What follows belongs to an exercise in optimizing a design on an open flow for small area, a short achievable clock period and few clock cycles per item; a production flow would make more cautious choices.
In this exercise RTL edits were held to simulation tests only and were not proved equivalent to the original.
No activity file was given, so power comes from the tool's default toggle rates.

File: run.sh
#!/bin/bash
# synth_recipe.tcl (not shown) runs the flow's synth.tcl, then flattens the netlist and writes it again
# the make line also repeats each setting of config.mk as NAME=value (left out here)
make -C /OpenROAD-flow-scripts/flow DESIGN_CONFIG=/design/flow/config.mk WORK_HOME=/design/flow/orfs CLKGATE_MAP_FILE= SYNTH_SCRIPT=/design/flow/synth_recipe.tcl finish
File: config.mk
export PLATFORM = sky130hd
export DESIGN_NAME = hash_search
export DESIGN_NICKNAME = hash_search
export VERILOG_FILES = /design/flow/design.v
export SDC_FILE = /design/flow/constraint.sdc
export NUM_CORES = 4
export LEC_CHECK = 0
export CAP_MARGIN = 20
export CELL_PAD_IN_SITES_DETAIL_PLACEMENT = 1
export CELL_PAD_IN_SITES_GLOBAL_PLACEMENT = 2
export CORE_MARGIN = 2
export CORE_UTILIZATION = 50
export PLACE_DENSITY = 0.62
export SETUP_SLACK_MARGIN = 5
export SLEW_MARGIN = 20
File: constraint.sdc
create_clock -name core_clock -period 10.0 [get_ports {clk}]
set_input_delay 2.0000 -clock core_clock [delete_from_list [all_inputs] [get_ports {clk}]]
set_output_delay 2.0000 -clock core_clock [all_outputs]
set_load 0.01 [all_outputs]
File: design.v
`default_nettype none
package hash_search_pkg;
    localparam int pattern_w    = 8;
    localparam int nibble_w     = 4;
    localparam int bucket_count = 16;
    localparam int bucket_slots = 16;
    localparam int fill_w       = 5;     
    localparam int row_w        = nibble_w * bucket_slots;
    localparam int key_w        = 5;     
    localparam int elem_w       = key_w + nibble_w;
    localparam int list_w       = 3 * elem_w;
endpackage
`default_nettype wire
`timescale 1ns/10ps
`default_nettype none
module bucket_index (
    input  logic                                    clk,
    input  logic                                    reset,
    input  logic                                    store_write,
    input  logic [hash_search_pkg::pattern_w-1:0]   write_data,
    input  logic [hash_search_pkg::pattern_w-1:0]   read_key,
    output logic [hash_search_pkg::row_w-1:0]       row_lo,
    output logic [hash_search_pkg::row_w-1:0]       row_hi,
    output logic [hash_search_pkg::fill_w-1:0]      fill_lo,
    output logic [hash_search_pkg::fill_w-1:0]      fill_hi
);
    localparam int nb = hash_search_pkg::bucket_count;
    localparam int rw = hash_search_pkg::row_w;
    localparam int fw = hash_search_pkg::fill_w;
    logic [nb-1:0][rw-1:0] tab_lo;
    logic [nb-1:0][rw-1:0] tab_hi;
    logic [nb-1:0][fw-1:0] cnt_lo;
    logic [nb-1:0][fw-1:0] cnt_hi;
    logic [nb-1:0]         we_lo;
    logic [nb-1:0]         we_hi;
    always_comb
    begin
        for (int b = 0; b < nb; b++)
        begin
            we_lo[b] = store_write && (write_data[3:0] == b) && !cnt_lo[b][fw-1];
            we_hi[b] = store_write && (write_data[7:4] == b) && !cnt_hi[b][fw-1];
        end
    end
    always_ff @(posedge clk)
    begin
        for (int b = 0; b < nb; b++)
        begin
            if (we_lo[b])
            begin
                tab_lo[b] <= {tab_lo[b][rw-5:0], write_data[7:4]};
            end
            if (we_hi[b])
            begin
                tab_hi[b] <= {tab_hi[b][rw-5:0], write_data[3:0]};
            end
        end
    end
    always_ff @(posedge clk)
    begin
        for (int b = 0; b < nb; b++)
        begin
            if (reset || we_lo[b])
            begin
                cnt_lo[b] <= reset ? '0 : cnt_lo[b] + 1'b1;
            end
            if (reset || we_hi[b])
            begin
                cnt_hi[b] <= reset ? '0 : cnt_hi[b] + 1'b1;
            end
        end
    end
    logic [nb-1:0] sel_lo;
    logic [nb-1:0] sel_hi;
    always_comb
    begin
        row_lo  = '0;
        row_hi  = '0;
        fill_lo = '0;
        fill_hi = '0;
        for (int b = 0; b < nb; b++)
        begin
            sel_lo[b] = (read_key[3:0] == b);
            sel_hi[b] = (read_key[7:4] == b);
            row_lo    = row_lo  | ({rw{sel_lo[b]}} & tab_lo[b]);
            row_hi    = row_hi  | ({rw{sel_hi[b]}} & tab_hi[b]);
            fill_lo   = fill_lo | ({fw{sel_lo[b]}} & cnt_lo[b]);
            fill_hi   = fill_hi | ({fw{sel_hi[b]}} & cnt_hi[b]);
        end
    end
endmodule
`default_nettype wire
`timescale 1ns/10ps
`default_nettype none
module distance_rank #(
    parameter bit skip_same = 1'b0     
) (
    input  logic [hash_search_pkg::row_w-1:0]     row,
    input  logic [15:0]                           valid,     
    input  logic                                  extra_valid,
    input  logic [hash_search_pkg::nibble_w-1:0]  extra_diff,
    output logic [hash_search_pkg::list_w-1:0]    best,
    output logic [14:0]                           counts     
);                                                           
    localparam int kw = hash_search_pkg::key_w;
    localparam int ew = hash_search_pkg::elem_w;
    function automatic logic [ew-1:0] elem(input logic valid, input logic [3:0] x);
        logic [4:0] t;
        t[0] = |x;
        t[1] = (x[0] & x[1]) | (x[0] & x[2]) | (x[0] & x[3]) | (x[1] & x[2]) | (x[1] & x[3]) | (x[2] & x[3]);
        t[2] = (x[0] & x[1] & x[2]) | (x[0] & x[1] & x[3]) | (x[0] & x[2] & x[3]) | (x[1] & x[2] & x[3]);
        t[3] = &x;
        t[4] = 1'b0;
        if (!valid || (skip_same && !t[0]))
        begin
            t = '1;
        end
        elem = {t, x};
    endfunction
    function automatic logic beats(input logic [ew-1:0] b, input logic [ew-1:0] a);
        beats = |(a[ew-1:ew-kw] & ~b[ew-1:ew-kw]);
    endfunction
    logic [ew-1:0] item [17];     
    always_comb
    begin
        for (int k = 0; k < 16; k++)
        begin
            item[k] = elem(valid[15 - k], row[4*(15-k) +: 4]);
        end
        item[16] = elem(extra_valid, extra_diff);
    end
    logic [3:0] ga0_0;
    logic [3:0] ga0_1;
    logic [3:0] ga0_2;
    logic [3:0] ga0_3;
    logic [3:0] ga0_4;
    logic [ew-1:0] grp0_0;
    logic [ew-1:0] grp0_1;
    logic [ew-1:0] grp0_2;
    logic [4:0] ga1_0;
    logic [4:0] ga1_1;
    logic [4:0] ga1_2;
    logic [4:0] ga1_3;
    logic [4:0] ga1_4;
    logic [4:0] ga1_5;
    logic [ew-1:0] grp1_0;
    logic [ew-1:0] grp1_1;
    logic [ew-1:0] grp1_2;
    logic [4:0] ga2_0;
    logic [4:0] ga2_1;
    logic [4:0] ga2_2;
    logic [4:0] ga2_3;
    logic [4:0] ga2_4;
    logic [4:0] ga2_5;
    logic [ew-1:0] grp2_0;
    logic [ew-1:0] grp2_1;
    logic [ew-1:0] grp2_2;
    always_comb
    begin
        ga0_0[0] = beats(item[1], item[0]);
        ga0_0[1] = beats(item[2], item[0]);
        ga0_0[2] = beats(item[3], item[0]);
        ga0_0[3] = beats(item[4], item[0]);
        ga0_1[0] = !beats(item[1], item[0]);
        ga0_1[1] = beats(item[2], item[1]);
        ga0_1[2] = beats(item[3], item[1]);
        ga0_1[3] = beats(item[4], item[1]);
        ga0_2[0] = !beats(item[2], item[0]);
        ga0_2[1] = !beats(item[2], item[1]);
        ga0_2[2] = beats(item[3], item[2]);
        ga0_2[3] = beats(item[4], item[2]);
        ga0_3[0] = !beats(item[3], item[0]);
        ga0_3[1] = !beats(item[3], item[1]);
        ga0_3[2] = !beats(item[3], item[2]);
        ga0_3[3] = beats(item[4], item[3]);
        ga0_4[0] = !beats(item[4], item[0]);
        ga0_4[1] = !beats(item[4], item[1]);
        ga0_4[2] = !beats(item[4], item[2]);
        ga0_4[3] = !beats(item[4], item[3]);
        grp0_0 = ({ew{(!ga0_0[0] & !ga0_0[1] & !ga0_0[2] & !ga0_0[3])}} & item[0])
            | ({ew{(!ga0_1[0] & !ga0_1[1] & !ga0_1[2] & !ga0_1[3])}} & item[1])
            | ({ew{(!ga0_2[0] & !ga0_2[1] & !ga0_2[2] & !ga0_2[3])}} & item[2])
            | ({ew{(!ga0_3[0] & !ga0_3[1] & !ga0_3[2] & !ga0_3[3])}} & item[3])
            | ({ew{(!ga0_4[0] & !ga0_4[1] & !ga0_4[2] & !ga0_4[3])}} & item[4]);
        grp0_1 = ({ew{(ga0_0[0] & !ga0_0[1] & !ga0_0[2] & !ga0_0[3]) | (!ga0_0[0] & ga0_0[1] & !ga0_0[2] & !ga0_0[3]) | (!ga0_0[0] & !ga0_0[1] & ga0_0[2] & !ga0_0[3]) | (!ga0_0[0] & !ga0_0[1] & !ga0_0[2] & ga0_0[3])}} & item[0])
            | ({ew{(ga0_1[0] & !ga0_1[1] & !ga0_1[2] & !ga0_1[3]) | (!ga0_1[0] & ga0_1[1] & !ga0_1[2] & !ga0_1[3]) | (!ga0_1[0] & !ga0_1[1] & ga0_1[2] & !ga0_1[3]) | (!ga0_1[0] & !ga0_1[1] & !ga0_1[2] & ga0_1[3])}} & item[1])
            | ({ew{(ga0_2[0] & !ga0_2[1] & !ga0_2[2] & !ga0_2[3]) | (!ga0_2[0] & ga0_2[1] & !ga0_2[2] & !ga0_2[3]) | (!ga0_2[0] & !ga0_2[1] & ga0_2[2] & !ga0_2[3]) | (!ga0_2[0] & !ga0_2[1] & !ga0_2[2] & ga0_2[3])}} & item[2])
            | ({ew{(ga0_3[0] & !ga0_3[1] & !ga0_3[2] & !ga0_3[3]) | (!ga0_3[0] & ga0_3[1] & !ga0_3[2] & !ga0_3[3]) | (!ga0_3[0] & !ga0_3[1] & ga0_3[2] & !ga0_3[3]) | (!ga0_3[0] & !ga0_3[1] & !ga0_3[2] & ga0_3[3])}} & item[3])
            | ({ew{(ga0_4[0] & !ga0_4[1] & !ga0_4[2] & !ga0_4[3]) | (!ga0_4[0] & ga0_4[1] & !ga0_4[2] & !ga0_4[3]) | (!ga0_4[0] & !ga0_4[1] & ga0_4[2] & !ga0_4[3]) | (!ga0_4[0] & !ga0_4[1] & !ga0_4[2] & ga0_4[3])}} & item[4]);
        grp0_2 = ({ew{(ga0_0[0] & ga0_0[1] & !ga0_0[2] & !ga0_0[3]) | (ga0_0[0] & !ga0_0[1] & ga0_0[2] & !ga0_0[3]) | (ga0_0[0] & !ga0_0[1] & !ga0_0[2] & ga0_0[3]) | (!ga0_0[0] & ga0_0[1] & ga0_0[2] & !ga0_0[3]) | (!ga0_0[0] & ga0_0[1] & !ga0_0[2] & ga0_0[3]) | (!ga0_0[0] & !ga0_0[1] & ga0_0[2] & ga0_0[3])}} & item[0])
            | ({ew{(ga0_1[0] & ga0_1[1] & !ga0_1[2] & !ga0_1[3]) | (ga0_1[0] & !ga0_1[1] & ga0_1[2] & !ga0_1[3]) | (ga0_1[0] & !ga0_1[1] & !ga0_1[2] & ga0_1[3]) | (!ga0_1[0] & ga0_1[1] & ga0_1[2] & !ga0_1[3]) | (!ga0_1[0] & ga0_1[1] & !ga0_1[2] & ga0_1[3]) | (!ga0_1[0] & !ga0_1[1] & ga0_1[2] & ga0_1[3])}} & item[1])
            | ({ew{(ga0_2[0] & ga0_2[1] & !ga0_2[2] & !ga0_2[3]) | (ga0_2[0] & !ga0_2[1] & ga0_2[2] & !ga0_2[3]) | (ga0_2[0] & !ga0_2[1] & !ga0_2[2] & ga0_2[3]) | (!ga0_2[0] & ga0_2[1] & ga0_2[2] & !ga0_2[3]) | (!ga0_2[0] & ga0_2[1] & !ga0_2[2] & ga0_2[3]) | (!ga0_2[0] & !ga0_2[1] & ga0_2[2] & ga0_2[3])}} & item[2])
            | ({ew{(ga0_3[0] & ga0_3[1] & !ga0_3[2] & !ga0_3[3]) | (ga0_3[0] & !ga0_3[1] & ga0_3[2] & !ga0_3[3]) | (ga0_3[0] & !ga0_3[1] & !ga0_3[2] & ga0_3[3]) | (!ga0_3[0] & ga0_3[1] & ga0_3[2] & !ga0_3[3]) | (!ga0_3[0] & ga0_3[1] & !ga0_3[2] & ga0_3[3]) | (!ga0_3[0] & !ga0_3[1] & ga0_3[2] & ga0_3[3])}} & item[3])
            | ({ew{(ga0_4[0] & ga0_4[1] & !ga0_4[2] & !ga0_4[3]) | (ga0_4[0] & !ga0_4[1] & ga0_4[2] & !ga0_4[3]) | (ga0_4[0] & !ga0_4[1] & !ga0_4[2] & ga0_4[3]) | (!ga0_4[0] & ga0_4[1] & ga0_4[2] & !ga0_4[3]) | (!ga0_4[0] & ga0_4[1] & !ga0_4[2] & ga0_4[3]) | (!ga0_4[0] & !ga0_4[1] & ga0_4[2] & ga0_4[3])}} & item[4]);
        ga1_0[0] = beats(item[6], item[5]);
        ga1_0[1] = beats(item[7], item[5]);
        ga1_0[2] = beats(item[8], item[5]);
        ga1_0[3] = beats(item[9], item[5]);
        ga1_0[4] = beats(item[10], item[5]);
        ga1_1[0] = !beats(item[6], item[5]);
        ga1_1[1] = beats(item[7], item[6]);
        ga1_1[2] = beats(item[8], item[6]);
        ga1_1[3] = beats(item[9], item[6]);
        ga1_1[4] = beats(item[10], item[6]);
        ga1_2[0] = !beats(item[7], item[5]);
        ga1_2[1] = !beats(item[7], item[6]);
        ga1_2[2] = beats(item[8], item[7]);
        ga1_2[3] = beats(item[9], item[7]);
        ga1_2[4] = beats(item[10], item[7]);
        ga1_3[0] = !beats(item[8], item[5]);
        ga1_3[1] = !beats(item[8], item[6]);
        ga1_3[2] = !beats(item[8], item[7]);
        ga1_3[3] = beats(item[9], item[8]);
        ga1_3[4] = beats(item[10], item[8]);
        ga1_4[0] = !beats(item[9], item[5]);
        ga1_4[1] = !beats(item[9], item[6]);
        ga1_4[2] = !beats(item[9], item[7]);
        ga1_4[3] = !beats(item[9], item[8]);
        ga1_4[4] = beats(item[10], item[9]);
        ga1_5[0] = !beats(item[10], item[5]);
        ga1_5[1] = !beats(item[10], item[6]);
        ga1_5[2] = !beats(item[10], item[7]);
        ga1_5[3] = !beats(item[10], item[8]);
        ga1_5[4] = !beats(item[10], item[9]);
        grp1_0 = ({ew{(!ga1_0[0] & !ga1_0[1] & !ga1_0[2] & !ga1_0[3] & !ga1_0[4])}} & item[5])
            | ({ew{(!ga1_1[0] & !ga1_1[1] & !ga1_1[2] & !ga1_1[3] & !ga1_1[4])}} & item[6])
            | ({ew{(!ga1_2[0] & !ga1_2[1] & !ga1_2[2] & !ga1_2[3] & !ga1_2[4])}} & item[7])
            | ({ew{(!ga1_3[0] & !ga1_3[1] & !ga1_3[2] & !ga1_3[3] & !ga1_3[4])}} & item[8])
            | ({ew{(!ga1_4[0] & !ga1_4[1] & !ga1_4[2] & !ga1_4[3] & !ga1_4[4])}} & item[9])
            | ({ew{(!ga1_5[0] & !ga1_5[1] & !ga1_5[2] & !ga1_5[3] & !ga1_5[4])}} & item[10]);
        grp1_1 = ({ew{(ga1_0[0] & !ga1_0[1] & !ga1_0[2] & !ga1_0[3] & !ga1_0[4]) | (!ga1_0[0] & ga1_0[1] & !ga1_0[2] & !ga1_0[3] & !ga1_0[4]) | (!ga1_0[0] & !ga1_0[1] & ga1_0[2] & !ga1_0[3] & !ga1_0[4]) | (!ga1_0[0] & !ga1_0[1] & !ga1_0[2] & ga1_0[3] & !ga1_0[4]) | (!ga1_0[0] & !ga1_0[1] & !ga1_0[2] & !ga1_0[3] & ga1_0[4])}} & item[5])
            | ({ew{(ga1_1[0] & !ga1_1[1] & !ga1_1[2] & !ga1_1[3] & !ga1_1[4]) | (!ga1_1[0] & ga1_1[1] & !ga1_1[2] & !ga1_1[3] & !ga1_1[4]) | (!ga1_1[0] & !ga1_1[1] & ga1_1[2] & !ga1_1[3] & !ga1_1[4]) | (!ga1_1[0] & !ga1_1[1] & !ga1_1[2] & ga1_1[3] & !ga1_1[4]) | (!ga1_1[0] & !ga1_1[1] & !ga1_1[2] & !ga1_1[3] & ga1_1[4])}} & item[6])
            | ({ew{(ga1_2[0] & !ga1_2[1] & !ga1_2[2] & !ga1_2[3] & !ga1_2[4]) | (!ga1_2[0] & ga1_2[1] & !ga1_2[2] & !ga1_2[3] & !ga1_2[4]) | (!ga1_2[0] & !ga1_2[1] & ga1_2[2] & !ga1_2[3] & !ga1_2[4]) | (!ga1_2[0] & !ga1_2[1] & !ga1_2[2] & ga1_2[3] & !ga1_2[4]) | (!ga1_2[0] & !ga1_2[1] & !ga1_2[2] & !ga1_2[3] & ga1_2[4])}} & item[7])
            | ({ew{(ga1_3[0] & !ga1_3[1] & !ga1_3[2] & !ga1_3[3] & !ga1_3[4]) | (!ga1_3[0] & ga1_3[1] & !ga1_3[2] & !ga1_3[3] & !ga1_3[4]) | (!ga1_3[0] & !ga1_3[1] & ga1_3[2] & !ga1_3[3] & !ga1_3[4]) | (!ga1_3[0] & !ga1_3[1] & !ga1_3[2] & ga1_3[3] & !ga1_3[4]) | (!ga1_3[0] & !ga1_3[1] & !ga1_3[2] & !ga1_3[3] & ga1_3[4])}} & item[8])
            | ({ew{(ga1_4[0] & !ga1_4[1] & !ga1_4[2] & !ga1_4[3] & !ga1_4[4]) | (!ga1_4[0] & ga1_4[1] & !ga1_4[2] & !ga1_4[3] & !ga1_4[4]) | (!ga1_4[0] & !ga1_4[1] & ga1_4[2] & !ga1_4[3] & !ga1_4[4]) | (!ga1_4[0] & !ga1_4[1] & !ga1_4[2] & ga1_4[3] & !ga1_4[4]) | (!ga1_4[0] & !ga1_4[1] & !ga1_4[2] & !ga1_4[3] & ga1_4[4])}} & item[9])
            | ({ew{(ga1_5[0] & !ga1_5[1] & !ga1_5[2] & !ga1_5[3] & !ga1_5[4]) | (!ga1_5[0] & ga1_5[1] & !ga1_5[2] & !ga1_5[3] & !ga1_5[4]) | (!ga1_5[0] & !ga1_5[1] & ga1_5[2] & !ga1_5[3] & !ga1_5[4]) | (!ga1_5[0] & !ga1_5[1] & !ga1_5[2] & ga1_5[3] & !ga1_5[4]) | (!ga1_5[0] & !ga1_5[1] & !ga1_5[2] & !ga1_5[3] & ga1_5[4])}} & item[10]);
        grp1_2 = ({ew{(ga1_0[0] & ga1_0[1] & !ga1_0[2] & !ga1_0[3] & !ga1_0[4]) | (ga1_0[0] & !ga1_0[1] & ga1_0[2] & !ga1_0[3] & !ga1_0[4]) | (ga1_0[0] & !ga1_0[1] & !ga1_0[2] & ga1_0[3] & !ga1_0[4]) | (ga1_0[0] & !ga1_0[1] & !ga1_0[2] & !ga1_0[3] & ga1_0[4]) | (!ga1_0[0] & ga1_0[1] & ga1_0[2] & !ga1_0[3] & !ga1_0[4]) | (!ga1_0[0] & ga1_0[1] & !ga1_0[2] & ga1_0[3] & !ga1_0[4]) | (!ga1_0[0] & ga1_0[1] & !ga1_0[2] & !ga1_0[3] & ga1_0[4]) | (!ga1_0[0] & !ga1_0[1] & ga1_0[2] & ga1_0[3] & !ga1_0[4]) | (!ga1_0[0] & !ga1_0[1] & ga1_0[2] & !ga1_0[3] & ga1_0[4]) | (!ga1_0[0] & !ga1_0[1] & !ga1_0[2] & ga1_0[3] & ga1_0[4])}} & item[5])
            | ({ew{(ga1_1[0] & ga1_1[1] & !ga1_1[2] & !ga1_1[3] & !ga1_1[4]) | (ga1_1[0] & !ga1_1[1] & ga1_1[2] & !ga1_1[3] & !ga1_1[4]) | (ga1_1[0] & !ga1_1[1] & !ga1_1[2] & ga1_1[3] & !ga1_1[4]) | (ga1_1[0] & !ga1_1[1] & !ga1_1[2] & !ga1_1[3] & ga1_1[4]) | (!ga1_1[0] & ga1_1[1] & ga1_1[2] & !ga1_1[3] & !ga1_1[4]) | (!ga1_1[0] & ga1_1[1] & !ga1_1[2] & ga1_1[3] & !ga1_1[4]) | (!ga1_1[0] & ga1_1[1] & !ga1_1[2] & !ga1_1[3] & ga1_1[4]) | (!ga1_1[0] & !ga1_1[1] & ga1_1[2] & ga1_1[3] & !ga1_1[4]) | (!ga1_1[0] & !ga1_1[1] & ga1_1[2] & !ga1_1[3] & ga1_1[4]) | (!ga1_1[0] & !ga1_1[1] & !ga1_1[2] & ga1_1[3] & ga1_1[4])}} & item[6])
            | ({ew{(ga1_2[0] & ga1_2[1] & !ga1_2[2] & !ga1_2[3] & !ga1_2[4]) | (ga1_2[0] & !ga1_2[1] & ga1_2[2] & !ga1_2[3] & !ga1_2[4]) | (ga1_2[0] & !ga1_2[1] & !ga1_2[2] & ga1_2[3] & !ga1_2[4]) | (ga1_2[0] & !ga1_2[1] & !ga1_2[2] & !ga1_2[3] & ga1_2[4]) | (!ga1_2[0] & ga1_2[1] & ga1_2[2] & !ga1_2[3] & !ga1_2[4]) | (!ga1_2[0] & ga1_2[1] & !ga1_2[2] & ga1_2[3] & !ga1_2[4]) | (!ga1_2[0] & ga1_2[1] & !ga1_2[2] & !ga1_2[3] & ga1_2[4]) | (!ga1_2[0] & !ga1_2[1] & ga1_2[2] & ga1_2[3] & !ga1_2[4]) | (!ga1_2[0] & !ga1_2[1] & ga1_2[2] & !ga1_2[3] & ga1_2[4]) | (!ga1_2[0] & !ga1_2[1] & !ga1_2[2] & ga1_2[3] & ga1_2[4])}} & item[7])
            | ({ew{(ga1_3[0] & ga1_3[1] & !ga1_3[2] & !ga1_3[3] & !ga1_3[4]) | (ga1_3[0] & !ga1_3[1] & ga1_3[2] & !ga1_3[3] & !ga1_3[4]) | (ga1_3[0] & !ga1_3[1] & !ga1_3[2] & ga1_3[3] & !ga1_3[4]) | (ga1_3[0] & !ga1_3[1] & !ga1_3[2] & !ga1_3[3] & ga1_3[4]) | (!ga1_3[0] & ga1_3[1] & ga1_3[2] & !ga1_3[3] & !ga1_3[4]) | (!ga1_3[0] & ga1_3[1] & !ga1_3[2] & ga1_3[3] & !ga1_3[4]) | (!ga1_3[0] & ga1_3[1] & !ga1_3[2] & !ga1_3[3] & ga1_3[4]) | (!ga1_3[0] & !ga1_3[1] & ga1_3[2] & ga1_3[3] & !ga1_3[4]) | (!ga1_3[0] & !ga1_3[1] & ga1_3[2] & !ga1_3[3] & ga1_3[4]) | (!ga1_3[0] & !ga1_3[1] & !ga1_3[2] & ga1_3[3] & ga1_3[4])}} & item[8])
            | ({ew{(ga1_4[0] & ga1_4[1] & !ga1_4[2] & !ga1_4[3] & !ga1_4[4]) | (ga1_4[0] & !ga1_4[1] & ga1_4[2] & !ga1_4[3] & !ga1_4[4]) | (ga1_4[0] & !ga1_4[1] & !ga1_4[2] & ga1_4[3] & !ga1_4[4]) | (ga1_4[0] & !ga1_4[1] & !ga1_4[2] & !ga1_4[3] & ga1_4[4]) | (!ga1_4[0] & ga1_4[1] & ga1_4[2] & !ga1_4[3] & !ga1_4[4]) | (!ga1_4[0] & ga1_4[1] & !ga1_4[2] & ga1_4[3] & !ga1_4[4]) | (!ga1_4[0] & ga1_4[1] & !ga1_4[2] & !ga1_4[3] & ga1_4[4]) | (!ga1_4[0] & !ga1_4[1] & ga1_4[2] & ga1_4[3] & !ga1_4[4]) | (!ga1_4[0] & !ga1_4[1] & ga1_4[2] & !ga1_4[3] & ga1_4[4]) | (!ga1_4[0] & !ga1_4[1] & !ga1_4[2] & ga1_4[3] & ga1_4[4])}} & item[9])
            | ({ew{(ga1_5[0] & ga1_5[1] & !ga1_5[2] & !ga1_5[3] & !ga1_5[4]) | (ga1_5[0] & !ga1_5[1] & ga1_5[2] & !ga1_5[3] & !ga1_5[4]) | (ga1_5[0] & !ga1_5[1] & !ga1_5[2] & ga1_5[3] & !ga1_5[4]) | (ga1_5[0] & !ga1_5[1] & !ga1_5[2] & !ga1_5[3] & ga1_5[4]) | (!ga1_5[0] & ga1_5[1] & ga1_5[2] & !ga1_5[3] & !ga1_5[4]) | (!ga1_5[0] & ga1_5[1] & !ga1_5[2] & ga1_5[3] & !ga1_5[4]) | (!ga1_5[0] & ga1_5[1] & !ga1_5[2] & !ga1_5[3] & ga1_5[4]) | (!ga1_5[0] & !ga1_5[1] & ga1_5[2] & ga1_5[3] & !ga1_5[4]) | (!ga1_5[0] & !ga1_5[1] & ga1_5[2] & !ga1_5[3] & ga1_5[4]) | (!ga1_5[0] & !ga1_5[1] & !ga1_5[2] & ga1_5[3] & ga1_5[4])}} & item[10]);
        ga2_0[0] = beats(item[12], item[11]);
        ga2_0[1] = beats(item[13], item[11]);
        ga2_0[2] = beats(item[14], item[11]);
        ga2_0[3] = beats(item[15], item[11]);
        ga2_0[4] = beats(item[16], item[11]);
        ga2_1[0] = !beats(item[12], item[11]);
        ga2_1[1] = beats(item[13], item[12]);
        ga2_1[2] = beats(item[14], item[12]);
        ga2_1[3] = beats(item[15], item[12]);
        ga2_1[4] = beats(item[16], item[12]);
        ga2_2[0] = !beats(item[13], item[11]);
        ga2_2[1] = !beats(item[13], item[12]);
        ga2_2[2] = beats(item[14], item[13]);
        ga2_2[3] = beats(item[15], item[13]);
        ga2_2[4] = beats(item[16], item[13]);
        ga2_3[0] = !beats(item[14], item[11]);
        ga2_3[1] = !beats(item[14], item[12]);
        ga2_3[2] = !beats(item[14], item[13]);
        ga2_3[3] = beats(item[15], item[14]);
        ga2_3[4] = beats(item[16], item[14]);
        ga2_4[0] = !beats(item[15], item[11]);
        ga2_4[1] = !beats(item[15], item[12]);
        ga2_4[2] = !beats(item[15], item[13]);
        ga2_4[3] = !beats(item[15], item[14]);
        ga2_4[4] = beats(item[16], item[15]);
        ga2_5[0] = !beats(item[16], item[11]);
        ga2_5[1] = !beats(item[16], item[12]);
        ga2_5[2] = !beats(item[16], item[13]);
        ga2_5[3] = !beats(item[16], item[14]);
        ga2_5[4] = !beats(item[16], item[15]);
        grp2_0 = ({ew{(!ga2_0[0] & !ga2_0[1] & !ga2_0[2] & !ga2_0[3] & !ga2_0[4])}} & item[11])
            | ({ew{(!ga2_1[0] & !ga2_1[1] & !ga2_1[2] & !ga2_1[3] & !ga2_1[4])}} & item[12])
            | ({ew{(!ga2_2[0] & !ga2_2[1] & !ga2_2[2] & !ga2_2[3] & !ga2_2[4])}} & item[13])
            | ({ew{(!ga2_3[0] & !ga2_3[1] & !ga2_3[2] & !ga2_3[3] & !ga2_3[4])}} & item[14])
            | ({ew{(!ga2_4[0] & !ga2_4[1] & !ga2_4[2] & !ga2_4[3] & !ga2_4[4])}} & item[15])
            | ({ew{(!ga2_5[0] & !ga2_5[1] & !ga2_5[2] & !ga2_5[3] & !ga2_5[4])}} & item[16]);
        grp2_1 = ({ew{(ga2_0[0] & !ga2_0[1] & !ga2_0[2] & !ga2_0[3] & !ga2_0[4]) | (!ga2_0[0] & ga2_0[1] & !ga2_0[2] & !ga2_0[3] & !ga2_0[4]) | (!ga2_0[0] & !ga2_0[1] & ga2_0[2] & !ga2_0[3] & !ga2_0[4]) | (!ga2_0[0] & !ga2_0[1] & !ga2_0[2] & ga2_0[3] & !ga2_0[4]) | (!ga2_0[0] & !ga2_0[1] & !ga2_0[2] & !ga2_0[3] & ga2_0[4])}} & item[11])
            | ({ew{(ga2_1[0] & !ga2_1[1] & !ga2_1[2] & !ga2_1[3] & !ga2_1[4]) | (!ga2_1[0] & ga2_1[1] & !ga2_1[2] & !ga2_1[3] & !ga2_1[4]) | (!ga2_1[0] & !ga2_1[1] & ga2_1[2] & !ga2_1[3] & !ga2_1[4]) | (!ga2_1[0] & !ga2_1[1] & !ga2_1[2] & ga2_1[3] & !ga2_1[4]) | (!ga2_1[0] & !ga2_1[1] & !ga2_1[2] & !ga2_1[3] & ga2_1[4])}} & item[12])
            | ({ew{(ga2_2[0] & !ga2_2[1] & !ga2_2[2] & !ga2_2[3] & !ga2_2[4]) | (!ga2_2[0] & ga2_2[1] & !ga2_2[2] & !ga2_2[3] & !ga2_2[4]) | (!ga2_2[0] & !ga2_2[1] & ga2_2[2] & !ga2_2[3] & !ga2_2[4]) | (!ga2_2[0] & !ga2_2[1] & !ga2_2[2] & ga2_2[3] & !ga2_2[4]) | (!ga2_2[0] & !ga2_2[1] & !ga2_2[2] & !ga2_2[3] & ga2_2[4])}} & item[13])
            | ({ew{(ga2_3[0] & !ga2_3[1] & !ga2_3[2] & !ga2_3[3] & !ga2_3[4]) | (!ga2_3[0] & ga2_3[1] & !ga2_3[2] & !ga2_3[3] & !ga2_3[4]) | (!ga2_3[0] & !ga2_3[1] & ga2_3[2] & !ga2_3[3] & !ga2_3[4]) | (!ga2_3[0] & !ga2_3[1] & !ga2_3[2] & ga2_3[3] & !ga2_3[4]) | (!ga2_3[0] & !ga2_3[1] & !ga2_3[2] & !ga2_3[3] & ga2_3[4])}} & item[14])
            | ({ew{(ga2_4[0] & !ga2_4[1] & !ga2_4[2] & !ga2_4[3] & !ga2_4[4]) | (!ga2_4[0] & ga2_4[1] & !ga2_4[2] & !ga2_4[3] & !ga2_4[4]) | (!ga2_4[0] & !ga2_4[1] & ga2_4[2] & !ga2_4[3] & !ga2_4[4]) | (!ga2_4[0] & !ga2_4[1] & !ga2_4[2] & ga2_4[3] & !ga2_4[4]) | (!ga2_4[0] & !ga2_4[1] & !ga2_4[2] & !ga2_4[3] & ga2_4[4])}} & item[15])
            | ({ew{(ga2_5[0] & !ga2_5[1] & !ga2_5[2] & !ga2_5[3] & !ga2_5[4]) | (!ga2_5[0] & ga2_5[1] & !ga2_5[2] & !ga2_5[3] & !ga2_5[4]) | (!ga2_5[0] & !ga2_5[1] & ga2_5[2] & !ga2_5[3] & !ga2_5[4]) | (!ga2_5[0] & !ga2_5[1] & !ga2_5[2] & ga2_5[3] & !ga2_5[4]) | (!ga2_5[0] & !ga2_5[1] & !ga2_5[2] & !ga2_5[3] & ga2_5[4])}} & item[16]);
        grp2_2 = ({ew{(ga2_0[0] & ga2_0[1] & !ga2_0[2] & !ga2_0[3] & !ga2_0[4]) | (ga2_0[0] & !ga2_0[1] & ga2_0[2] & !ga2_0[3] & !ga2_0[4]) | (ga2_0[0] & !ga2_0[1] & !ga2_0[2] & ga2_0[3] & !ga2_0[4]) | (ga2_0[0] & !ga2_0[1] & !ga2_0[2] & !ga2_0[3] & ga2_0[4]) | (!ga2_0[0] & ga2_0[1] & ga2_0[2] & !ga2_0[3] & !ga2_0[4]) | (!ga2_0[0] & ga2_0[1] & !ga2_0[2] & ga2_0[3] & !ga2_0[4]) | (!ga2_0[0] & ga2_0[1] & !ga2_0[2] & !ga2_0[3] & ga2_0[4]) | (!ga2_0[0] & !ga2_0[1] & ga2_0[2] & ga2_0[3] & !ga2_0[4]) | (!ga2_0[0] & !ga2_0[1] & ga2_0[2] & !ga2_0[3] & ga2_0[4]) | (!ga2_0[0] & !ga2_0[1] & !ga2_0[2] & ga2_0[3] & ga2_0[4])}} & item[11])
            | ({ew{(ga2_1[0] & ga2_1[1] & !ga2_1[2] & !ga2_1[3] & !ga2_1[4]) | (ga2_1[0] & !ga2_1[1] & ga2_1[2] & !ga2_1[3] & !ga2_1[4]) | (ga2_1[0] & !ga2_1[1] & !ga2_1[2] & ga2_1[3] & !ga2_1[4]) | (ga2_1[0] & !ga2_1[1] & !ga2_1[2] & !ga2_1[3] & ga2_1[4]) | (!ga2_1[0] & ga2_1[1] & ga2_1[2] & !ga2_1[3] & !ga2_1[4]) | (!ga2_1[0] & ga2_1[1] & !ga2_1[2] & ga2_1[3] & !ga2_1[4]) | (!ga2_1[0] & ga2_1[1] & !ga2_1[2] & !ga2_1[3] & ga2_1[4]) | (!ga2_1[0] & !ga2_1[1] & ga2_1[2] & ga2_1[3] & !ga2_1[4]) | (!ga2_1[0] & !ga2_1[1] & ga2_1[2] & !ga2_1[3] & ga2_1[4]) | (!ga2_1[0] & !ga2_1[1] & !ga2_1[2] & ga2_1[3] & ga2_1[4])}} & item[12])
            | ({ew{(ga2_2[0] & ga2_2[1] & !ga2_2[2] & !ga2_2[3] & !ga2_2[4]) | (ga2_2[0] & !ga2_2[1] & ga2_2[2] & !ga2_2[3] & !ga2_2[4]) | (ga2_2[0] & !ga2_2[1] & !ga2_2[2] & ga2_2[3] & !ga2_2[4]) | (ga2_2[0] & !ga2_2[1] & !ga2_2[2] & !ga2_2[3] & ga2_2[4]) | (!ga2_2[0] & ga2_2[1] & ga2_2[2] & !ga2_2[3] & !ga2_2[4]) | (!ga2_2[0] & ga2_2[1] & !ga2_2[2] & ga2_2[3] & !ga2_2[4]) | (!ga2_2[0] & ga2_2[1] & !ga2_2[2] & !ga2_2[3] & ga2_2[4]) | (!ga2_2[0] & !ga2_2[1] & ga2_2[2] & ga2_2[3] & !ga2_2[4]) | (!ga2_2[0] & !ga2_2[1] & ga2_2[2] & !ga2_2[3] & ga2_2[4]) | (!ga2_2[0] & !ga2_2[1] & !ga2_2[2] & ga2_2[3] & ga2_2[4])}} & item[13])
            | ({ew{(ga2_3[0] & ga2_3[1] & !ga2_3[2] & !ga2_3[3] & !ga2_3[4]) | (ga2_3[0] & !ga2_3[1] & ga2_3[2] & !ga2_3[3] & !ga2_3[4]) | (ga2_3[0] & !ga2_3[1] & !ga2_3[2] & ga2_3[3] & !ga2_3[4]) | (ga2_3[0] & !ga2_3[1] & !ga2_3[2] & !ga2_3[3] & ga2_3[4]) | (!ga2_3[0] & ga2_3[1] & ga2_3[2] & !ga2_3[3] & !ga2_3[4]) | (!ga2_3[0] & ga2_3[1] & !ga2_3[2] & ga2_3[3] & !ga2_3[4]) | (!ga2_3[0] & ga2_3[1] & !ga2_3[2] & !ga2_3[3] & ga2_3[4]) | (!ga2_3[0] & !ga2_3[1] & ga2_3[2] & ga2_3[3] & !ga2_3[4]) | (!ga2_3[0] & !ga2_3[1] & ga2_3[2] & !ga2_3[3] & ga2_3[4]) | (!ga2_3[0] & !ga2_3[1] & !ga2_3[2] & ga2_3[3] & ga2_3[4])}} & item[14])
            | ({ew{(ga2_4[0] & ga2_4[1] & !ga2_4[2] & !ga2_4[3] & !ga2_4[4]) | (ga2_4[0] & !ga2_4[1] & ga2_4[2] & !ga2_4[3] & !ga2_4[4]) | (ga2_4[0] & !ga2_4[1] & !ga2_4[2] & ga2_4[3] & !ga2_4[4]) | (ga2_4[0] & !ga2_4[1] & !ga2_4[2] & !ga2_4[3] & ga2_4[4]) | (!ga2_4[0] & ga2_4[1] & ga2_4[2] & !ga2_4[3] & !ga2_4[4]) | (!ga2_4[0] & ga2_4[1] & !ga2_4[2] & ga2_4[3] & !ga2_4[4]) | (!ga2_4[0] & ga2_4[1] & !ga2_4[2] & !ga2_4[3] & ga2_4[4]) | (!ga2_4[0] & !ga2_4[1] & ga2_4[2] & ga2_4[3] & !ga2_4[4]) | (!ga2_4[0] & !ga2_4[1] & ga2_4[2] & !ga2_4[3] & ga2_4[4]) | (!ga2_4[0] & !ga2_4[1] & !ga2_4[2] & ga2_4[3] & ga2_4[4])}} & item[15])
            | ({ew{(ga2_5[0] & ga2_5[1] & !ga2_5[2] & !ga2_5[3] & !ga2_5[4]) | (ga2_5[0] & !ga2_5[1] & ga2_5[2] & !ga2_5[3] & !ga2_5[4]) | (ga2_5[0] & !ga2_5[1] & !ga2_5[2] & ga2_5[3] & !ga2_5[4]) | (ga2_5[0] & !ga2_5[1] & !ga2_5[2] & !ga2_5[3] & ga2_5[4]) | (!ga2_5[0] & ga2_5[1] & ga2_5[2] & !ga2_5[3] & !ga2_5[4]) | (!ga2_5[0] & ga2_5[1] & !ga2_5[2] & ga2_5[3] & !ga2_5[4]) | (!ga2_5[0] & ga2_5[1] & !ga2_5[2] & !ga2_5[3] & ga2_5[4]) | (!ga2_5[0] & !ga2_5[1] & ga2_5[2] & ga2_5[3] & !ga2_5[4]) | (!ga2_5[0] & !ga2_5[1] & ga2_5[2] & !ga2_5[3] & ga2_5[4]) | (!ga2_5[0] & !ga2_5[1] & !ga2_5[2] & ga2_5[3] & ga2_5[4])}} & item[16]);
    end
    logic [2:0] f0_0_1;
    logic [2:0] f0_0_2;
    logic [2:0] f0_1_1;
    logic [2:0] f0_1_2;
    logic [2:0] f0_2_1;
    logic [2:0] f0_2_2;
    logic [2:0] f1_0_0;
    logic [2:0] f1_0_2;
    logic [2:0] f1_1_0;
    logic [2:0] f1_1_2;
    logic [2:0] f1_2_0;
    logic [2:0] f1_2_2;
    logic [2:0] f2_0_0;
    logic [2:0] f2_0_1;
    logic [2:0] f2_1_0;
    logic [2:0] f2_1_1;
    logic [2:0] f2_2_0;
    logic [2:0] f2_2_1;
    logic [ew-1:0] o [3];
    always_comb
    begin
        f0_0_1[0] = beats(grp1_0, grp0_0);
        f0_0_1[1] = beats(grp1_1, grp0_0);
        f0_0_1[2] = beats(grp1_2, grp0_0);
        f0_0_2[0] = beats(grp2_0, grp0_0);
        f0_0_2[1] = beats(grp2_1, grp0_0);
        f0_0_2[2] = beats(grp2_2, grp0_0);
        f0_1_1[0] = beats(grp1_0, grp0_1);
        f0_1_1[1] = beats(grp1_1, grp0_1);
        f0_1_1[2] = beats(grp1_2, grp0_1);
        f0_1_2[0] = beats(grp2_0, grp0_1);
        f0_1_2[1] = beats(grp2_1, grp0_1);
        f0_1_2[2] = beats(grp2_2, grp0_1);
        f0_2_1[0] = beats(grp1_0, grp0_2);
        f0_2_1[1] = beats(grp1_1, grp0_2);
        f0_2_1[2] = beats(grp1_2, grp0_2);
        f0_2_2[0] = beats(grp2_0, grp0_2);
        f0_2_2[1] = beats(grp2_1, grp0_2);
        f0_2_2[2] = beats(grp2_2, grp0_2);
        f1_0_0[0] = !beats(grp1_0, grp0_0);
        f1_0_0[1] = !beats(grp1_0, grp0_1);
        f1_0_0[2] = !beats(grp1_0, grp0_2);
        f1_0_2[0] = beats(grp2_0, grp1_0);
        f1_0_2[1] = beats(grp2_1, grp1_0);
        f1_0_2[2] = beats(grp2_2, grp1_0);
        f1_1_0[0] = !beats(grp1_1, grp0_0);
        f1_1_0[1] = !beats(grp1_1, grp0_1);
        f1_1_0[2] = !beats(grp1_1, grp0_2);
        f1_1_2[0] = beats(grp2_0, grp1_1);
        f1_1_2[1] = beats(grp2_1, grp1_1);
        f1_1_2[2] = beats(grp2_2, grp1_1);
        f1_2_0[0] = !beats(grp1_2, grp0_0);
        f1_2_0[1] = !beats(grp1_2, grp0_1);
        f1_2_0[2] = !beats(grp1_2, grp0_2);
        f1_2_2[0] = beats(grp2_0, grp1_2);
        f1_2_2[1] = beats(grp2_1, grp1_2);
        f1_2_2[2] = beats(grp2_2, grp1_2);
        f2_0_0[0] = !beats(grp2_0, grp0_0);
        f2_0_0[1] = !beats(grp2_0, grp0_1);
        f2_0_0[2] = !beats(grp2_0, grp0_2);
        f2_0_1[0] = !beats(grp2_0, grp1_0);
        f2_0_1[1] = !beats(grp2_0, grp1_1);
        f2_0_1[2] = !beats(grp2_0, grp1_2);
        f2_1_0[0] = !beats(grp2_1, grp0_0);
        f2_1_0[1] = !beats(grp2_1, grp0_1);
        f2_1_0[2] = !beats(grp2_1, grp0_2);
        f2_1_1[0] = !beats(grp2_1, grp1_0);
        f2_1_1[1] = !beats(grp2_1, grp1_1);
        f2_1_1[2] = !beats(grp2_1, grp1_2);
        f2_2_0[0] = !beats(grp2_2, grp0_0);
        f2_2_0[1] = !beats(grp2_2, grp0_1);
        f2_2_0[2] = !beats(grp2_2, grp0_2);
        f2_2_1[0] = !beats(grp2_2, grp1_0);
        f2_2_1[1] = !beats(grp2_2, grp1_1);
        f2_2_1[2] = !beats(grp2_2, grp1_2);
        o[0] = ({ew{(!f0_0_1[0] & !f0_0_2[0])}} & grp0_0)
            | ({ew{(!f1_0_0[0] & !f1_0_2[0])}} & grp1_0)
            | ({ew{(!f2_0_0[0] & !f2_0_1[0])}} & grp2_0);
        o[1] = ({ew{(!f0_0_1[0] & (f0_0_2[0] & !f0_0_2[1])) | ((f0_0_1[0] & !f0_0_1[1]) & !f0_0_2[0])}} & grp0_0)
            | ({ew{(!f0_1_1[0] & !f0_1_2[0])}} & grp0_1)
            | ({ew{(!f1_0_0[0] & (f1_0_2[0] & !f1_0_2[1])) | ((f1_0_0[0] & !f1_0_0[1]) & !f1_0_2[0])}} & grp1_0)
            | ({ew{(!f1_1_0[0] & !f1_1_2[0])}} & grp1_1)
            | ({ew{(!f2_0_0[0] & (f2_0_1[0] & !f2_0_1[1])) | ((f2_0_0[0] & !f2_0_0[1]) & !f2_0_1[0])}} & grp2_0)
            | ({ew{(!f2_1_0[0] & !f2_1_1[0])}} & grp2_1);
        o[2] = ({ew{(!f0_0_1[0] & (f0_0_2[1] & !f0_0_2[2])) | ((f0_0_1[0] & !f0_0_1[1]) & (f0_0_2[0] & !f0_0_2[1])) | ((f0_0_1[1] & !f0_0_1[2]) & !f0_0_2[0])}} & grp0_0)
            | ({ew{(!f0_1_1[0] & (f0_1_2[0] & !f0_1_2[1])) | ((f0_1_1[0] & !f0_1_1[1]) & !f0_1_2[0])}} & grp0_1)
            | ({ew{(!f0_2_1[0] & !f0_2_2[0])}} & grp0_2)
            | ({ew{(!f1_0_0[0] & (f1_0_2[1] & !f1_0_2[2])) | ((f1_0_0[0] & !f1_0_0[1]) & (f1_0_2[0] & !f1_0_2[1])) | ((f1_0_0[1] & !f1_0_0[2]) & !f1_0_2[0])}} & grp1_0)
            | ({ew{(!f1_1_0[0] & (f1_1_2[0] & !f1_1_2[1])) | ((f1_1_0[0] & !f1_1_0[1]) & !f1_1_2[0])}} & grp1_1)
            | ({ew{(!f1_2_0[0] & !f1_2_2[0])}} & grp1_2)
            | ({ew{(!f2_0_0[0] & (f2_0_1[1] & !f2_0_1[2])) | ((f2_0_0[0] & !f2_0_0[1]) & (f2_0_1[0] & !f2_0_1[1])) | ((f2_0_0[1] & !f2_0_0[2]) & !f2_0_1[0])}} & grp2_0)
            | ({ew{(!f2_1_0[0] & (f2_1_1[0] & !f2_1_1[1])) | ((f2_1_0[0] & !f2_1_0[1]) & !f2_1_1[0])}} & grp2_1)
            | ({ew{(!f2_2_0[0] & !f2_2_1[0])}} & grp2_2);
    end
    assign best = {o[2], o[1], o[0]};
    function automatic logic [2:0] add3(input logic [2:0] a, input logic [2:0] b);
        add3[0] = a[0] | b[0];
        add3[1] = a[1] | b[1] | (a[0] & b[0]);
        add3[2] = a[2] | b[2] | (a[1] & b[0]) | (a[0] & b[1]);
    endfunction
    always_comb
    begin
        for (int t = 0; t < 5; t++)
        begin
            counts[3*t +: 3] = {!grp0_2[ew-kw+t], !grp0_1[ew-kw+t], !grp0_0[ew-kw+t]};
            counts[3*t +: 3] = add3(counts[3*t +: 3], {!grp1_2[ew-kw+t], !grp1_1[ew-kw+t], !grp1_0[ew-kw+t]});
            counts[3*t +: 3] = add3(counts[3*t +: 3], {!grp2_2[ew-kw+t], !grp2_1[ew-kw+t], !grp2_0[ew-kw+t]});
        end
    end
endmodule
`default_nettype wire
`timescale 1ns/10ps
`default_nettype none
module hash_search (
    input  logic                                  clk,
    input  logic                                  reset,
    input  logic                                  load_valid,
    input  logic [hash_search_pkg::pattern_w-1:0] load_data,
    input  logic                                  query_start,
    input  logic [hash_search_pkg::pattern_w-1:0] query_data,
    output logic                                  busy,
    output logic                                  done,
    output logic [1:0]                            match_count,
    output logic [hash_search_pkg::pattern_w-1:0] match0,
    output logic [hash_search_pkg::pattern_w-1:0] match1,
    output logic [hash_search_pkg::pattern_w-1:0] match2,
    output logic [3:0]                            dist0,
    output logic [3:0]                            dist1,
    output logic [3:0]                            dist2
);
    localparam int rw = hash_search_pkg::row_w;
    localparam int fw = hash_search_pkg::fill_w;
    localparam int ew = hash_search_pkg::elem_w;
    localparam int lw = hash_search_pkg::list_w;
    localparam int kw = hash_search_pkg::key_w;
    logic          busy_q;
    logic          rank_q;      
    logic          done_q;
    logic          store_full;
    logic [7:0]    store_count;
    logic          load_ok;
    logic          query_ok;
    logic          store_write;
    logic [rw-1:0] row_lo, row_hi;
    logic [fw-1:0] fill_lo, fill_hi;
    logic [rw-1:0] row_lo_q, row_hi_q;
    logic [15:0]   valid_lo_q, valid_hi_q;     
    logic [7:0]    key_q;
    logic          extra_lo_q;     
    logic          extra_hi_q;
    logic [7:0]    extra_diff_q;   
    logic [lw-1:0] best_lo, best_hi;
    assign busy        = busy_q;
    assign done        = done_q;
    assign load_ok     = load_valid && !busy_q;
    assign query_ok    = query_start && !busy_q;
    assign store_write = load_ok && !store_full;
    always_ff @(posedge clk)
    begin
        if (reset)
        begin
            busy_q <= 1'b0;
            rank_q <= 1'b0;
            done_q <= 1'b0;
        end
        else
        begin
            busy_q <= query_ok || rank_q;
            rank_q <= query_ok;
            done_q <= rank_q;
        end
    end
    always_ff @(posedge clk)
    begin
        if (reset)
        begin
            store_count <= '0;
            store_full  <= 1'b0;
        end
        else if (store_write)
        begin
            {store_full, store_count} <= {1'b0, store_count} + 1'b1;
        end
    end
    bucket_index u_index (
        .clk         (clk),
        .reset       (reset),
        .store_write (store_write),
        .write_data  (load_data),
        .read_key    (query_data),
        .row_lo      (row_lo),
        .row_hi      (row_hi),
        .fill_lo     (fill_lo),
        .fill_hi     (fill_hi)
    );
    always_ff @(posedge clk)
    begin
        row_lo_q     <= row_lo ^ {16{query_data[7:4]}};
        row_hi_q     <= row_hi ^ {16{query_data[3:0]}};
        for (int k = 0; k < 16; k++)
        begin
            valid_lo_q[k] <= (k < fill_lo);
            valid_hi_q[k] <= (k < fill_hi);
        end
        key_q        <= query_data;
        extra_lo_q   <= store_write && (load_data[3:0] == query_data[3:0]);
        extra_hi_q   <= store_write && (load_data[7:4] == query_data[7:4]);
        extra_diff_q <= load_data ^ query_data;
    end
    logic [14:0] counts_lo, counts_hi;
    distance_rank #(.skip_same(1'b0)) u_rank_lo (
        .row         (row_lo_q),
        .valid       (valid_lo_q),
        .extra_valid (extra_lo_q && !valid_lo_q[15]),
        .extra_diff  (extra_diff_q[7:4]),
        .best        (best_lo),
        .counts      (counts_lo)
    );
    distance_rank #(.skip_same(1'b1)) u_rank_hi (
        .row         (row_hi_q),
        .valid       (valid_hi_q),
        .extra_valid (extra_hi_q && !valid_hi_q[15]),
        .extra_diff  (extra_diff_q[3:0]),
        .best        (best_hi),
        .counts      (counts_hi)
    );
    function automatic logic [2:0] add3(input logic [2:0] a, input logic [2:0] b);
        add3[0] = a[0] | b[0];
        add3[1] = a[1] | b[1] | (a[0] & b[0]);
        add3[2] = a[2] | b[2] | (a[1] & b[0]) | (a[0] & b[1]);
    endfunction
    function automatic logic ahead(input logic [14:0] ca, input logic [14:0] cb, input int i, input int j);
        ahead = 1'b0;
        for (int t = 0; t < 5; t++)
        begin
            ahead = ahead | (cb[3*t + j] & !ca[3*t + i]);
        end
    endfunction
    logic        c00, c10, c01, c20, c11, c02;
    logic [10:0] pick;          
    logic [2:0]  both [5];      
    logic [2:0]  place_dist [3];
    logic [1:0]  count;
    always_comb
    begin
        c00 = ahead(counts_lo, counts_hi, 0, 0);
        c10 = ahead(counts_lo, counts_hi, 1, 0);
        c01 = ahead(counts_lo, counts_hi, 0, 1);
        c20 = ahead(counts_lo, counts_hi, 2, 0);
        c11 = ahead(counts_lo, counts_hi, 1, 1);
        c02 = ahead(counts_lo, counts_hi, 0, 2);
        pick[0]  = c00;
        pick[1]  = !c00 & !c10;
        pick[2]  = !c00 & c10;
        pick[3]  = c00 & !c01;
        pick[4]  = c00 & c01;
        pick[5]  = !c00 & !c10 & !c20;
        pick[6]  = !c00 & !c10 & c20;
        pick[7]  = ((c00 & !c01) | (!c00 & c10)) & !c11;
        pick[8]  = ((c00 & !c01) | (!c00 & c10)) & c11;
        pick[9]  = c00 & c01 & !c02;
        pick[10] = c00 & c01 & c02;
        for (int t = 0; t < 5; t++)
        begin
            both[t] = add3(counts_lo[3*t +: 3], counts_hi[3*t +: 3]);
        end
        for (int k = 0; k < 3; k++)
        begin
            place_dist[k] = {!both[3][k], !both[1][k] & both[3][k],
                             (!both[0][k] & both[1][k]) | (!both[2][k] & both[3][k])};
        end
        count = {both[4][1], both[4][2] | (both[4][0] & !both[4][1])};
    end
    logic [3:0]  res_lo [3];     
    logic [3:0]  res_hi [3];
    logic [7:0]  res_key;
    logic [10:0] res_pick;
    logic [2:0]  res_dist [3];
    logic [1:0]  res_count;
    always_ff @(posedge clk)
    begin
        if (rank_q)
        begin
            for (int k = 0; k < 3; k++)
            begin
                res_lo[k]   <= best_lo[9*k +: 4];
                res_hi[k]   <= best_hi[9*k +: 4];
                res_dist[k] <= place_dist[k];
            end
            res_key   <= key_q;
            res_pick  <= pick;
            res_count <= count;
        end
    end
    logic [7:0] a0, a1, a2, b0, b1, b2;
    always_comb
    begin
        a0 = {res_lo[0] ^ res_key[7:4], res_key[3:0]};
        a1 = {res_lo[1] ^ res_key[7:4], res_key[3:0]};
        a2 = {res_lo[2] ^ res_key[7:4], res_key[3:0]};
        b0 = {res_key[7:4], res_hi[0] ^ res_key[3:0]};
        b1 = {res_key[7:4], res_hi[1] ^ res_key[3:0]};
        b2 = {res_key[7:4], res_hi[2] ^ res_key[3:0]};
    end
    assign match0 = ({8{res_pick[0]}} & b0) | ({8{!res_pick[0]}} & a0);
    assign match1 = ({8{res_pick[1]}} & a1) | ({8{res_pick[2]}} & b0)
                  | ({8{res_pick[3]}} & a0) | ({8{res_pick[4]}} & b1);
    assign match2 = ({8{res_pick[5]}} & a2) | ({8{res_pick[6]}} & b0)
                  | ({8{res_pick[7]}} & a1) | ({8{res_pick[8]}} & b1)
                  | ({8{res_pick[9]}} & a0) | ({8{res_pick[10]}} & b2);
    assign dist0  = {1'b0, res_dist[0]};
    assign dist1  = {1'b0, res_dist[1]};
    assign dist2  = {1'b0, res_dist[2]};
    assign match_count = res_count;
endmodule
`default_nettype wire
==> summary.txt, run 1 <==
Run status:
- The run finished with no timing, DRC or antenna violations.

Yosys:
- The number of distinct library cell variants in the gate-level netlist after synthesis is 125.
- The predominant post-synthesis flop cell is edfxtp_1.
- The mean area per synthesized cell is 13.5 um^2.
- The cell area that synthesis handed to floorplanning was 0.110 mm^2.
- The gate count after technology mapping is around 8200.
- The total of warnings raised by yosys is 13.
- The commonest cells after synthesis are edfxtp_1, a221oi_1, a22o_1, nand2_1, nor2_1.
- Of all flip-flops after synthesis, the portion carrying an async set or reset was 0%.
- The synthesized design contains 2452 register bits.
- The largest area contributor in the synthesized netlist is edfxtp_1.
- The synthesized design contains around 2300 enable-type register cells.
- The cell with the most instances after synthesis is edfxtp_1.
- The share of synthesized area in the top cell type comes to approximately 62%.
- In the post-synthesis netlist, the biggest area contributors are edfxtp_1, a221oi_1, a22o_1.
- The part of the Yosys area used for sequential elements is 65.0%.

Pwr:
- The sequential share of power is 33.3%.
- In this run, the combinational gates consume 42.4% of the power.
- The cell leakage power is 41.8 nW.
- The net switching power figure is 14.6 mW.
- Internal power comes to 22.2 mW.
- The maximum vdd ir drop is 0.207 mV.
- The part of the power in the clock network is 24.4%.
- In this run switching power makes up 39.7% of total power.
- In this run the power density over the cells is 286 mW/mm^2.
- Summing internal, switching and leakage power gives around 37 mW.

Global route:
- Global routing used a little under two fifths of the available tracks across all layers.
- Entering global routing, the biggest net connects between 100 and 150 pins.
- The leftover overflow at the end of global routing is 0.
- The number of antenna violations at the first check in global routing was 27.
- The via count of the first global-routing pass is around 85000.
- The global-route wire length before repair is between 600000 and 700000 um.

Routing:
- For this block, the initial DRC count from the detailed router was 12100.
- Wires add up to approximately 430000 um.
- In the routed design, unresolved DRC markers number 0.
- For this block, the via count after detailed routing is 84500.
- The uppermost signal routing layer after detailed routing is met5.
- Summed over all nets, wire length on met3 after detailed routing comes to 44500 um.
- The routed design uses 189000 um of met2 wire.
- The wire length on met1 is 177000 um.
- The routed length per placed instance is approximately 37 um.
- The number of iterations in the first detailed-routing pass is 10.
- Using the TritonRoute via totals, the vias-per-cell ratio works out to 7.34.
- The number of nets with antenna violations after detailed routing is 0.

Clock tree:
- TritonCTS built the clock tree.
- The buffer depth of the longest clock path is 3.
- The cts-stage hold buffer count is 0.
- The number of clock buffers added by TritonCTS is 237.
- The source-to-sink clock delay at the later pin of the worst-skew pair is a little over 0.9 ns.
- The H-tree generated during clock tree synthesis spans 4 levels.
- The clock transition at the registers of the reported paths is 0.06 ns.
- The root buffer selected by CTS is clkbuf_16.
- The clock sink count is 2452.

Critical path:
- Measured in cells, the most critical reg-to-reg path has a length of 15.
- The startpoint identified for the worst register-to-register timing path is row_hi_q[43].
- The data arrival time of the critical path is between 5 and 6 ns.
- STA puts the critical path data required time at 10.59 ns.
- The delay contributed by the slowest stage of the critical path is 0.62 ns.
- The startpoint-to-endpoint class of the critical path is reg -> reg.
- The terminus of the critical flop-to-flop path is res_hi[2][2].
- The slowest cell on the critical path is a221oi_4.
- The largest fanout on the critical path is 7.
- The signal on the critical path passes through buf_6 -> o21a_1 -> o32a_4 -> a221oi_4 -> xnor2_2 -> a21oi_4 -> buf_4 -> o31ai_4 -> a32o_2 -> o32a_1 -> o221a_4 -> nor3_1 -> or3_4 -> o2bb2ai_1 -> or4_1.
- The worst setup path is launched from a register.
- The minimum setup slack among reg-to-reg paths is 4.91 ns.
- The type of destination of the critical path is a register.

Cells and area:
- Compared with the post-synthesis result, the final layout area differs by 16.6%.
- The number of nets in the final layout is around 8500.
- The area of combinational cells with multiple inputs is 0.0399 mm^2.
- The sequential cell area in the final layout is 0.0720 mm^2.
- The count of fill cells added during filler insertion is a little over 20000.
- Measured on the finished design, the core utilization comes to 58.6%.
- The share of final-layout standard cells stronger than drive strength 1 is around a fifth.

Timing:
- The total negative slack for setup checks is 0 ns.
- The number of setup violations in the final report is 0.
- The transition time at the pin with the least slew margin is 1.20 ns.
- The number of slew-limit violations in the final report was 0.
- Measured against its own limit, the worst slew margin works out to 19.9%.
- The shortest period the worst path allows is 5.09 ns.
- Static timing analysis puts the maximum clock frequency at 0.196 GHz.
- The worst hold slack after final layout is between 0.4 and 0.5 ns.
- Setup repair after global routing could not meet its margin everywhere.
- The hold violation count in the final report is 0.
- The clock skew is 0.0936 ns.
- The final period utilization is between 50% and 60%.

Min path:
- Along the worst hold path, the cell count comes to 0.
- The hold path startpoint is key_q[6].
- The class of the tightest hold or removal check is reg -> reg.
- The capture endpoint of the worst hold path is res_key[6].

Floorplan:
- The horizontal die dimension is 474 um.
- The floorplan step defined a die boundary enclosing 0.225 mm^2.
- In this run the standard cell core region covers 0.220 mm^2.
- During I/O placement, the number of pins put on the boundary was 60.
- After floorplanning, the core was divided into 172 placement rows.
- The floorplan step set the die height to between 400 and 500 um.
- The effective utilization at floorplan is approximately 50%.

Place:
- The placed wire-length estimate is 274000 um.
- The number of port buffers is 56.
- The placer's final routability congestion estimate is 0.970.

Job:
- The tool flagged a number of max-cap violations equal to 0.
-- what timing repair did --
| action | in CTS | in global routing |
|---|---|---|
| pin swaps | 110 | 121 |
| gates cloned | 8 | 9 |
| endpoints found under the setup margin | 386 | 69 |
| gates resized for setup | 480 | 328 |
| buffers inserted | 244 | 143 |
| hold endpoints to repair | 0 | 0 |
-- layout make-up --
type / count / area share, %
multi-input combinational: 5054 / 31.0
clock inverter: 137 / 1.15
timing repair buffer: 638 / 4.04
antenna: 9 / 0.0175
clock buffer: 304 / 4.90
tap: 2871 / 2.79
sequential: 2452 / 55.9
inverter: 54 / 0.158
-- how the worst max path moves through the flow --
stage	start	endpoint	cells after the start
6_report	row_hi_q[43]	res_hi[2][2]	15
3_5_place_dp	query_data[0]	row_lo_q[9]	9
5_1_grt	row_hi_q[43]	res_hi[2][2]	15
3_3_place_gp	query_data[0]	row_lo_q[10]	9
4_1_cts	row_lo_q[25]	res_dist[2][0]	16
2_1_floorplan	load_data[0]	u_index.cnt_lo[70]	4
-- flip-flops by register name (all words and copies together), names as in the netlist, 2 cells and up --
name	count
u_index.cnt_hi	80
res_pick	11
valid_hi_q	16
row_lo_q	64
store_count	8
u_index.tab_lo	1024
res_key	8
u_index.tab_hi	1024
extra_diff_q	8
res_dist	9
u_index.cnt_lo	80
res_lo	12
row_hi_q	64
res_hi	12
res_count	2
key_q	8
valid_lo_q	16
-- placed cells by master, fill, tap and decap left out, drive strengths merged, types with 47 or more instances in the layout --
master	netlist	layout
dfxtp	190	190
inv	54	58
edfxtp	2262	2262
clkbuf	387	305
nor4	115	115
and2	51	52
a222oi	117	117
a221oi	567	568
a22o	550	550
o211ai	106	106
or2	64	64
nand2b	58	58
o21ai	191	191
a21oi	148	149
and3	66	66
clkinv	0	108
nand2	436	436
nor3	144	144
xnor2	163	163
nand3	229	229
buf	225	591
a22oi	192	192
o22ai	60	60
nand4	261	261
a211oi	87	88
a211o	47	47
xor2	239	239
nor2	421	426
nor2b	62	62
-- critical path: cells and delay by family, from the launching register on --
kind / cells / cell delay (ns)
AO/OA/AOI/OAI: 9 / 2.82
AND/OR/NAND/NOR: 3 / 1.00
flip-flops: 1 / 0.42
buffers and inverters: 2 / 0.34
XOR/XNOR: 1 / 0.24
-- stage by stage --
stage               setup WS [ns]  cells  area [um^2]
detailed placement           3.38  10700       114000
finish                       4.91  11500       129000
floorplan                    4.19   8157       111000
global placement             3.42  10700       114000
CTS                          4.90  11400       126000
global route                 4.91  11500       129000
-- metal layers --
layer | vias up | GRT usage (%)
met5 | - | 0
met4 | 20 | 13.1
met3 | 977 | 7.05
met2 | 5576 | 55.5
met1 | 43700 | 53.2
li1 | 34300 | -
-- cells by family (layout without fill, tap and decap cells) --
family | count (synthesis) | count (layout) | share of synthesized area [%]
adder cells (fa/ha/maj) | 56 | 56 | 0.591
other | 1 | 12 | 0.00340
buffers and inverters | 666 | 1133 | 2.54
multiplexers | 5 | 5 | 0.0487
AND/OR/NAND/NOR | 2091 | 2097 | 9.93
AO/OA/AOI/OAI | 2482 | 2491 | 18.7
flip-flops | 2452 | 2452 | 65.0
XOR/XNOR | 402 | 402 | 3.20
-- power by group through the flow --
stage          Sequential (mW)  Combinational, mW  Clock, mW
2_1_floorplan             11.9               8.15          0
3_3_place_gp              12.3               12.0          0
3_5_place_dp              12.4               12.1          0
4_1_cts                   12.2               13.8       9.03
5_1_grt                   12.2               16.2       9.39
6_report                  12.2               15.6       8.96
Testbench counts, summed over its fixed seeds: cycles 8,795, queries 2,400.
==> run 2: changes to the inputs <==
--- a/config.mk
+++ b/config.mk
@@ -10,6 +10,7 @@
 export CELL_PAD_IN_SITES_GLOBAL_PLACEMENT = 2
 export CORE_MARGIN = 2
 export CORE_UTILIZATION = 50
+export CTS_BUF_LIST = sky130_fd_sc_hd__clkbuf_4 sky130_fd_sc_hd__clkbuf_8
 export PLACE_DENSITY = 0.62
 export SETUP_SLACK_MARGIN = 5
 export SLEW_MARGIN = 20
==> run 2 against run 1 <==
  * Still clean on timing, DRC and antenna
  * Utilization is 0.23 points lower
  * Global-route usage decreased by 0.53 points
  * Register-to-register slack worse by 0.05 ns
==> summary.txt, run 2 <==
Run status:
- The flow ran to the end and the layout has no timing, DRC or antenna violations.

Floorplan:
- The floorplan step defined a die boundary enclosing 0.225 mm^2.
- The initial utilization of the core area, before any placement, comes to between 50 and 60%.
- The cell row count is 172.

Timing:
- The number of slew-limit violations in the final report is 0.
- For the final routed database, the setup TNS stands at 0 ns.
- Once routing completed, OpenROAD measured the worst setup slack at 4.86 ns.
- Setup repair after global routing could not meet its margin everywhere.
- Final hold analysis gives a worst-case slack of 0.383 ns.
- The transition time at the pin with the least slew margin is 1.26 ns.

Cells and area:
- The filler-free cell count of the finished design is 11800.
- The largest registers in the layout are u_index.tab_hi: 1024 flops, u_index.tab_lo: 1024 flops.
- The share of final-layout standard cells stronger than drive strength 1 is 22.2%.
- Once layout is done, the placed cells without fillers occupy 0.128 mm^2.
- After the last flow step, the layout net total stands at 8622.

Yosys:
- Sorting the synthesized cells by how often they occur yields edfxtp_1, a221oi_1, a22o_1, nand2_1, nor2_1.
- The cell with the most instances after synthesis is edfxtp_1.
- The part of the Yosys area used for sequential elements is 65.0%.
- The number of synthesized flops with an enable pin is 2262.
- In this run, distinct cell masters in the synthesized netlist total 125.

Pwr:
- Of the total power, the clock network draws 23.5%.
- Sequential cells account for 33.7% of the total power.
- The net switching power figure is around 14 mW.
- The total power per unit cell area is ~280 mW/mm^2.
- Summed over all cells, the static leakage comes to 42.0 nW.
- Per report_power, the combinational group accounts for 42.8% of the total.
- In this run switching power makes up 39.9% of total power.
- The internal portion of the total power is 21.8 mW.

Global route:
- Global routing used 36.3% of the available tracks.
- The first global-routing pass estimated 600000 um of wire.

Critical path:
- For the worst setup path, the data arrival time is 5.92 ns.
- The kind of start point of the critical path is a register.
- The worst reg2reg path startpoint is row_hi_q[8].
- Of all nets on the critical path, the largest fanout is 9.
- The slowest stage of the critical path belongs to the cell dfxtp_2.
- The depth of the worst register-to-register path is 15.
- The setup path with the least slack is of type reg -> reg.

Clock tree:
- TritonCTS built the clock tree.
- Buffers inserted during clock tree synthesis total 399.
- The clock drives 2452 sinks.

Routing:
- The first routing iteration left between 10000 and 15000 violations.
- The routed length per placed instance is 35.7 um.
- The overall via count from detail_route is 84600.
- For this run, design rule violations remaining after detail routing come to 0.
- The total wirelength of the detailed-routed design is 420000 um.

Place:
- Routability-driven placement finished with a final weighted congestion of roughly 0.97.

Job:
- The number of maximum-capacitance violations is 0.

Min path:
- In this run the most critical hold path is launched from u_index.tab_hi[75].
- The cell count of the worst hold path is 0.
run 2: per-layer routing:
layer,track usage (%),vias up,wire length (um)
li1,-,34600,-
met1,52.6,43500,176000
met2,54.2,5578,184000
met3,7.59,943,44900
met4,12.9,10,14600
met5,0,-,71
run 2: repair_timing:
item | in CTS | in global routing
cloned | 6 | 6
pin swaps | 112 | 89
endpoints found under the setup margin | 167 | 68
resized for setup | 464 | 261
setup buffers | 258 | 102
run 2: kinds of logic (layout without fill, tap and decap cells):
| group | Yosys count | in the layout | synth area share, % |
|---|---|---|---|
| adder cells (fa/ha/maj) | 56 | 56 | 0.591 |
| AND/OR/NAND/NOR | 2091 | 2095 | 9.93 |
| other | 1 | 19 | 0.00340 |
| AO/OA/AOI/OAI | 2482 | 2487 | 18.7 |
| flip-flops | 2452 | 2452 | 65.0 |
| XOR/XNOR | 402 | 402 | 3.20 |
| buffers and inverters | 666 | 1370 | 2.54 |
| multiplexers | 5 | 5 | 0.0487 |
run 2: per-stage QoR:
| stage | utilization [%] | power [mW] |
|---|---|---|
| finish | 58.4 | 36.2 |
| global route | 58.4 | 37.4 |
| CTS | 57.5 | 34.7 |
| detailed placement | 52.0 | 24.4 |
| global placement | 52.0 | 24.3 |
| floorplan | - | 20.0 |
run 2: critical path, delay by kind of cell (launching register included):
family                 cells  cell delay (ns)
and+or+nand+nor            7             2.41
AOI/OAI and AO/OA          7             1.70
DFF                        1             0.56
buffers and inverters      1             0.16
run 2: layout make-up:
class                           instances  area, um^2  share of cell area [%]
Clock buffer                          562        6830                    5.33
Tap cell                             2871        3590                    2.80
Antenna cell                           16        40.0                  0.0312
Clock inverter                        140         820                   0.639
Multi-Input combinational cell       5048       39600                    30.9
Sequential cell                      2452       71900                    56.1
Inverter                               54         206                   0.161
Timing Repair Buffer                  614        5120                    3.99
run 2: power by group through the flow:
| stage | combinational (mW) | sequential, mW | clock, mW |
|---|---|---|---|
| floorplan | 8.15 | 11.9 | 0 |
| global placement | 12.0 | 12.3 | 0 |
| detailed placement | 12.1 | 12.4 | 0 |
| CTS | 14.0 | 12.2 | 8.57 |
| global route | 16.2 | 12.2 | 8.99 |
| finish | 15.5 | 12.2 | 8.50 |
run 2: final timing paths:
| kind | end | slack (ns) |
|---|---|---|
| max | res_hi[2][2] | 4.86 |
| min | u_index.tab_hi[79] | 0.38 |
| max reg2reg | res_hi[2][2] | 4.86 |
| min reg2reg | u_index.tab_hi[79] | 0.38 |

Setup slack of run 2, layout unchanged: 4.861 ns with ideal ports, 4.861 ns with driving cells assumed (clock clkbuf_16, inputs buf_2), 3.790 ns with port delays also shifted by the 1.200 ns mid clock arrival.
